Source: an optimization exercise on an open RTL-to-GDS flow (aim: small area, a short achievable clock period and few clock cycles per item). Production flows keep margins and buffers that such runs may drop.
Only simulation tests tie the RTL to the original design; equivalence was not proved.
Power is estimated from default activity; no workload was simulated.

[flow/config.mk]
export PLATFORM = sky130hd
export DESIGN_NAME = nocRouter
export DESIGN_NICKNAME = nocRouter
export VERILOG_FILES = /design/flow/design.v
export SDC_FILE = /design/flow/constraint.sdc
export NUM_CORES = 4
export LEC_CHECK = 0
export CAP_MARGIN = 20
export CORE_MARGIN = 2
export CORE_UTILIZATION = 40
export SETUP_SLACK_MARGIN = 3.3
export SLEW_MARGIN = 20
[flow/constraint.sdc]
create_clock -name core_clock -period 6.0 [get_ports {clk}]
set_input_delay 1.2000 -clock core_clock [delete_from_list [all_inputs] [get_ports {clk}]]
set_output_delay 1.2000 -clock core_clock [all_outputs]
set_load 0.01 [all_outputs]
[flow/design.v]
`timescale 1ns/1ps
module lbdrRoute (
  input  logic [7:0]            rxy,
  input  logic [3:0]            cx,
  input  logic [4-1:0]    curAddr,
  input  logic [4-1:0]    dstAddr,
  output logic [5-1:0] ports
);
  logic [1:0] xCur;
  logic [1:0] yCur;
  logic [1:0] xDst;
  logic [1:0] yDst;
  logic goN;
  logic goE;
  logic goW;
  logic goS;
  assign xCur = curAddr[1:0];
  assign yCur = curAddr[3:2];
  assign xDst = dstAddr[1:0];
  assign yDst = dstAddr[3:2];
  assign goN = (~yDst[1] & yCur[1]) | (~yDst[1] & ~yDst[0] & yCur[0]) | (~yDst[0] & yCur[1] & yCur[0]);
  assign goE = (~xCur[1] & xDst[1]) | (~xCur[1] & ~xCur[0] & xDst[0]) | (~xCur[0] & xDst[1] & xDst[0]);
  assign goW = (~xDst[1] & xCur[1]) | (~xDst[1] & ~xDst[0] & xCur[0]) | (~xDst[0] & xCur[1] & xCur[0]);
  assign goS = (~yCur[1] & yDst[1]) | (~yCur[1] & ~yCur[0] & yDst[0]) | (~yCur[0] & yDst[1] & yDst[0]);
  always_comb begin
    ports = '0;
    ports[0] = ((goN & ~goE & ~goW) | (goN & goE & rxy[0])
                    | (goN & goW & rxy[1])) & cx[0];
    ports[1] = ((goE & ~goN & ~goS) | (goE & goN & rxy[2])
                    | (goE & goS & rxy[3])) & cx[1];
    ports[2] = ((goW & ~goN & ~goS) | (goW & goN & rxy[4])
                    | (goW & goS & rxy[5])) & cx[2];
    ports[3] = ((goS & ~goE & ~goW) | (goS & goE & rxy[6])
                    | (goS & goW & rxy[7])) & cx[3];
    ports[4] = ~goN & ~goE & ~goW & ~goS;
  end
endmodule
`timescale 1ns/1ps
module meshRouter (
  input  logic                           clk,
  input  logic                           rst,
  input  logic [7:0]                     rxyInit,
  input  logic [3:0]                     cxInit,
  input  logic [4-1:0]             curAddrInit,
  input  logic [5-1:0]          inValid,
  input  logic [5*16-1:0]  inFlit,
  output logic [5-1:0]          inReady,
  output logic [5-1:0]          outValid,
  output logic [5*16-1:0]  outFlit
);
  localparam int NP = 5;
  localparam int FW = 16;
  logic [7:0] rxy;
  logic [3:0] cx;
  logic [4-1:0] curAddr;
  logic [NP*FW-1:0] dat;
  logic [NP*NP-1:0] heldRte;
  logic [NP-1:0] vld;
  logic [NP-1:0] lastFlit;
  logic [NP-1:0] drp;
  logic [NP-1:0] waiting;
  logic [NP-1:0] rdy;
  logic [NP*NP-1:0] sel;
  logic [NP-1:0] busy;
  logic [NP*NP-1:0] newRte;
  logic [NP-1:0] hdrIn;
  logic [NP-1:0] tailIn;
  logic [NP-1:0] acc;
  logic [NP-1:0] arrHdr;
  logic [NP-1:0] free;
  logic [NP-1:0] prefArr;
  logic [NP*NP-1:0] ok;
  logic [NP*NP-1:0] gntArr;
  logic [NP*NP-1:0] reqWait;
  logic [NP*NP-1:0] gntWait;
  logic [NP-1:0] turnTo;
  logic [NP-1:0] gntAny;
  logic [NP-1:0] stall;
  always_ff @(posedge clk) begin
    if (rst) begin
      rxy <= rxyInit;
      cx <= cxInit;
      curAddr <= curAddrInit;
    end
  end
  for (genvar g = 0; g < NP; g++) begin : gRoute
    lbdrRoute lbdr (
      .rxy(rxy), .cx(cx), .curAddr(curAddr),
      .dstAddr(inFlit[g*FW + FW-4 -: 4]),
      .ports(newRte[g*NP +: NP])
    );
  end
  always_comb begin
    for (int i = 0; i < NP; i++) begin
      hdrIn[i] = (inFlit[i*FW + FW-1 -: 3] == 3'd1);
      tailIn[i] = (inFlit[i*FW + FW-1 -: 3] == 3'd3);
      acc[i] = inValid[i] & ~waiting[i];
      arrHdr[i] = acc[i] & hdrIn[i];
    end
    for (int o = 0; o < NP; o++) begin
      free[o] = ~busy[o] | |(sel[o*NP +: NP] & lastFlit);
      prefArr[o] = |(sel[o*NP +: NP] & arrHdr);
      for (int i = 0; i < NP; i++) begin
        ok[o*NP + i] = free[o] & sel[o*NP + i];
        gntArr[o*NP + i] = arrHdr[i] & newRte[i*NP + o] & ok[o*NP + i];
        reqWait[o*NP + i] = waiting[i] & heldRte[i*NP + o];
      end
    end
    for (int o = 0; o < NP; o++) begin
      for (int i = 0; i < NP; i++) begin
        gntWait[o*NP + i] = reqWait[o*NP + i] & free[o] & ~prefArr[o];
        for (int j = 0; j < i; j++) begin
          gntWait[o*NP + i] = gntWait[o*NP + i] & ~reqWait[o*NP + j];
        end
      end
      turnTo[o] = |gntWait[o*NP +: NP];
      gntAny[o] = turnTo[o] | |gntArr[o*NP +: NP];
    end
    for (int i = 0; i < NP; i++) begin
      stall[i] = 1'b0;
      for (int o = 0; o < NP; o++) begin
        stall[i] = stall[i] | (arrHdr[i] & newRte[i*NP + o] & ~ok[o*NP + i])
                            | (reqWait[o*NP + i] & ~gntWait[o*NP + i]);
      end
    end
  end
  always_ff @(posedge clk) begin
    if (rst) begin
      vld <= '0;
      lastFlit <= '0;
      drp <= '0;
      waiting <= '0;
      rdy <= '1;
      busy <= '0;
      for (int o = 0; o < NP; o++) begin
        sel[o*NP +: NP] <= NP'(1) << o;
      end
    end else begin
      for (int i = 0; i < NP; i++) begin
        vld[i] <= acc[i] ? (hdrIn[i] | ~drp[i]) : waiting[i];
        lastFlit[i] <= acc[i] & tailIn[i] & ~drp[i];
        if (acc[i]) begin
          drp[i] <= hdrIn[i] ? ~|newRte[i*NP +: NP] : (drp[i] & ~tailIn[i]);
        end
      end
      waiting <= stall;
      rdy <= ~stall;
      for (int o = 0; o < NP; o++) begin
        busy[o] <= ~free[o] | gntAny[o];
        if (turnTo[o]) begin
          sel[o*NP +: NP] <= gntWait[o*NP +: NP];
        end
      end
    end
  end
  always_ff @(posedge clk) begin
    for (int i = 0; i < NP; i++) begin
      if (!waiting[i]) begin
        dat[i*FW +: FW] <= inFlit[i*FW +: FW];
        heldRte[i*NP +: NP] <= newRte[i*NP +: NP];
      end
    end
  end
  assign inReady = rdy;
  always_comb begin
    for (int o = 0; o < NP; o++) begin
      outValid[o] = busy[o] & |(sel[o*NP +: NP] & vld);
      outFlit[o*FW +: FW] = '0;
      for (int i = 0; i < NP; i++) begin
        outFlit[o*FW +: FW] = outFlit[o*FW +: FW] | ({FW{sel[o*NP + i]}} & dat[i*FW +: FW]);
      end
    end
  end
endmodule
`timescale 1ns/1ps
module nocRouter (
  input  logic                           clk,
  input  logic                           rst,
  input  logic [7:0]                     rxyInit,
  input  logic [3:0]                     cxInit,
  input  logic [4-1:0]             curAddrInit,
  input  logic [5-1:0]          inValid,
  input  logic [5*16-1:0]  inFlit,
  output logic [5-1:0]          inReady,
  output logic [5-1:0]          outValid,
  output logic [5*16-1:0]  outFlit
);
  meshRouter router0 (
    .clk(clk), .rst(rst),
    .rxyInit(rxyInit), .cxInit(cxInit), .curAddrInit(curAddrInit),
    .inValid(inValid), .inFlit(inFlit),
    .inReady(inReady), .outValid(outValid), .outFlit(outFlit)
  );
endmodule
[flow/flow/run.sh]
#!/bin/bash
# Standard layout, with plain buf_1 cells as the port buffers instead of the default choice
export BUFFER_PORTS_ARGS="-buffer_cell sky130_fd_sc_hd__buf_1"
bash standard.sh > standard.log 2>&1
[flow/standard.sh]
#!/bin/bash
# synth_recipe.tcl (not shown) runs the flow's synth.tcl, then flattens the netlist and writes it again
# the make line also repeats each setting of config.mk as NAME=value (left out here)
make -C /OpenROAD-flow-scripts/flow DESIGN_CONFIG=/design/flow/config.mk WORK_HOME=/design/flow/orfs CLKGATE_MAP_FILE= SYNTH_SCRIPT=/design/flow/synth_recipe.tcl "${@:-finish}"
==> impl_results.md <==
- TritonRoute pass-1 iters: 13
- Max Clock Skew: 0.0195 ns
- Worst vdd ir: ~0.15 mV
- CTS sink cnt: 176
- RSZ-0062 raised after global routing: yes
- Die W: 162 um
- Vias in the first global route: a little over 10000
- Fillers: 2144
- Pwr Total: 3.06 mW
- Outcome: finished clean
- Post-Syn Instances: roughly 1000
- Clock share of power: 0.387
- Io pins: just under 200
- Flop pwr share: 0.475
- Buffers & Inverters on Critical Path: 1
- Syn Area/Cell: 9.82 um2
- Worst Path Arrival: about 1.6 ns
- Final setup violation count: 0
- Post-synth EDFFs: 121
- Starting Density: 0.408
- Final #Nets: 1323
- Antenna violations before repair: 0
- DR vias: 10700
- Layout cells sized above 1: 0.204
- Total CTS buffers: 17
- Total core area: 24400 um2
- HPWL after DPL: between 20 and 30 mm
- Critical Path Max Stage Delay: 0.52 ns
- Slowest-stage cell, CP: edfxtp_1
- Highest Clock Rate: 0.352 GHz
- CTS root buffer: clkbuf_16
- Commonest non-fill, non-tap cell in the layout: nand2_1
- CTS tree: yes
- Critical Path RT: around 4.8 ns
- Comb pwr share: 0.138
- Worst skew pair latency: about 0.45 ns
- Max FO, Critical Path: 5
- Crit-path cells: a222oi_1 -> nand2_1 -> buf_6
- CP delay by family, top: flip-flops
- Routed len/inst: 28.7 um
- Die boundary height: 162 um
- Critical path endpoint category: primary output
- Top FF cell, synth: edfxtp_1
- Post-Syn Area: a little under 10000 um2
- Row count: 57
- Die area: 26100 um2
- Synth async-reset ratio: 0
- Count of input and output buffers: 192
- Static leakage: 4.67 nW
- DRT antenna net count: 0
- Kind of critical path: flop to primary output
- Longest Clk Path Bufs: 2
- Ys Warns: 2
- CP Launch Type: flop
- Seq cells post-synth: 176
- Max-slew headroom: 0.529
- Gpl congestion: approximately 0.99
- Sequential fraction of the synthesis area: 0.476
- Slew Viols, Final: 0
- Number of distinct library cells after synthesis: 69
- Total track usage: 0.325
- Period utilization: 0.473
- Pwr/cell area: approximately 240 nW/um2
- Vias/cell: between 6 and 7
- WL final: 44.7 mm
- GRT Residual Overflow: 0
- Syn Nets: roughly 1100
- Max_cap viols: 0
- CTS H-Tree Depth: 4
- Area growth syn-to-layout: 28.9%
- P_sw: 0.889 mW
- Setup TNS: 0 ns
- Worst-Margin Slew: 0.703 ns
- Pin count of the biggest net entering global routing: 41
- Residual DRC: 0
- Most frequent cells in the layout: nand2_1, buf_1, edfxtp_1
- Min-Delay Path Class: flop to flop
- Antenna cells: 0
- First-pass GRT wire length: roughly 63 mm
- Pint: 2.17 mW
- Worst-path clk slew: 0.07 ns
- 1st-iter DRT viols: 2202
- Final hold vios: 0
- Net Sw Frac: 0.290
- Min Clock Period, post-route: around 2.8 ns
## worst register-to-register path, stage by stage, from the launching register on
cell and delay (ns):
dfxtp_1 0.73, nand4bb_4 0.34, o32ai_4 0.10, or4b_4 0.54
buf_6 0.15, a222oi_1 0.44, a211o_1 0.22, o31ai_1 0.06
## final cells by class
| class | instances | area (um2) | share of cell area |
|---|---|---|---|
| clock inverter | 15 | 189 | 0.0147 |
| timing repair buffer | 266 | 1620 | 0.126 |
| multi-input combinational | 724 | 5290 | 0.413 |
| clock buffer | 17 | 425 | 0.0332 |
| inverter | 35 | 131 | 0.0102 |
| tap | 324 | 405 | 0.0316 |
| sequential | 176 | 4760 | 0.372 |
## cells by family (layout without fill, tap and decap cells)
kind of cell / count (synthesis) / count (layout) / synth area share
adders and majority gates: 14 / 14 / 0.0141
and+or+nand+nor: 364 / 365 / 0.181
DFF: 176 / 176 / 0.476
buffers and inverters: 114 / 333 / 0.0469
xor gates and xnor gates: 9 / 9 / 0.00792
AOI/OAI and AO/OA: 336 / 336 / 0.274
## cells in the mapped netlist, types with 3 or more instances
cell type / number / share of area
nor4_1: 4 / 0.0025
a21boi_0: 10 / 0.0075
inv_1: 35 / 0.013
a211oi_1: 3 / 0.0023
a222oi_1: 87 / 0.088
nand4bb_1: 3 / 0.0034
nand3b_1: 3 / 0.0023
nor3_1: 21 / 0.011
nor2b_1: 9 / 0.0057
nor4b_1: 10 / 0.0088
a31oi_1: 8 / 0.0050
nor3b_1: 6 / 0.0045
o22ai_1: 15 / 0.0094
xnor2_1: 5 / 0.0044
edfxtp_1: 121 / 0.37
a2bb2oi_1: 5 / 0.0044
dfxtp_1: 55 / 0.11
o21ai_0: 14 / 0.0070
and3_1: 6 / 0.0038
buf_2: 7 / 0.0035
nand3_1: 20 / 0.010
xor2_1: 4 / 0.0035
o31a_1: 3 / 0.0026
o211ai_1: 4 / 0.0030
a21o_1: 5 / 0.0038
nor2_1: 48 / 0.018
buf_4: 4 / 0.0030
a41oi_1: 4 / 0.0035
o32ai_1: 10 / 0.0088
nand4_1: 13 / 0.0082
nand2_1: 171 / 0.065
a22oi_1: 108 / 0.081
a32oi_1: 8 / 0.0070
nand2b_1: 30 / 0.019
buf_1: 10 / 0.0038
clkbuf_1: 56 / 0.021
and2_1: 4 / 0.0025
a21oi_1: 25 / 0.013
maj3_1: 14 / 0.014
or4b_1: 4 / 0.0040
## repair_timing
| action | in CTS | in global routing |
|---|---|---|
| resized for setup | 148 | 73 |
| setup buffers | 24 | 19 |
| hold buffers | 0 | 0 |
| cloned | 1 | 1 |
| pin swaps | 51 | 77 |
| endpoints found under the setup margin | 130 | 102 |
## stage by stage
step	utilization	std cells	instance area (um2)	hold WS (ns)	setup WS (ns)
after floorplan	-	1013	10100	0.412	3.00
after global placement	0.451	1480	11000	0.440	2.11
after detailed placement	0.452	1480	11000	0.447	2.28
after CTS	0.508	1537	12400	0.453	3.18
after global routing	0.526	1557	12800	0.479	3.10
final	0.526	1557	12800	0.459	3.16
## flip-flops by register name, summed over array words and instances, names as in the netlist
| name | count |
|---|---|
| router0.rdy | 5 |
| router0.drp | 5 |
| router0.lastFlit | 5 |
| router0.waiting | 5 |
| router0.cx | 4 |
| router0.heldRte | 25 |
| router0.curAddr | 4 |
| router0.sel | 25 |
| router0.vld | 5 |
| router0.rxy | 8 |
| router0.dat | 80 |
| router0.busy | 5 |
## power groups by stage
stage	sequential (mW)	clock (mW)	combinational, mW
2_1_floorplan	1.44	0	0.213
4_1_cts	1.45	1.19	0.378
3_3_place_gp	1.47	0	0.333
3_5_place_dp	1.48	0	0.335
5_1_grt	1.46	1.23	0.445
6_report	1.45	1.19	0.423
## metal layers
layer  GRT usage  share of wire  vias up
met5           0              0        -
li1            -              -     4485
met1       0.405           0.36     5084
met3      0.0707           0.12      214
met4       0.222          0.069        0
met2       0.507           0.45      960
## path summary, 6_finish.rpt
| check | end | cells after the start | slack (ns) | start |
|---|---|---|---|---|
| max | outFlit[13] | 3 | 3.16 | router0.dat[13] |
| min | router0.lastFlit[2] | 1 | 0.46 | router0.drp[2] |
| max reg2reg | router0.waiting[0] | 7 | 3.28 | router0.waiting[1] |
| min reg2reg | router0.lastFlit[2] | 1 | 0.46 | router0.drp[2] |
Testbench counts, summed over its fixed seeds: cycles 1,169, flits 5,366.

-- re-timing with driven ports --
The results above use ideal ports. As a check the final layout listed here was re-extracted and re-timed, cells and wires unchanged.
Step 1 assumes that a clkbuf_16 drives the clock port and a buf_2 every other input.
Step 2 also shifts input and output timing later by t, the mid clock arrival at the registers, as if the neighbouring blocks saw the same clock.
Slacks: no drivers / after step 1 / after step 2; pairs: no drivers / after step 1.
t (ns): 0.487
setup slack, ns: 3.161 / 3.114 / 2.784
worst slew at a driven data input, ns: 0.07
After both steps this run still meets setup and hold. For this run, drivers alone change the setup slack by -0.047 ns; drivers and shift together by -0.377 ns.
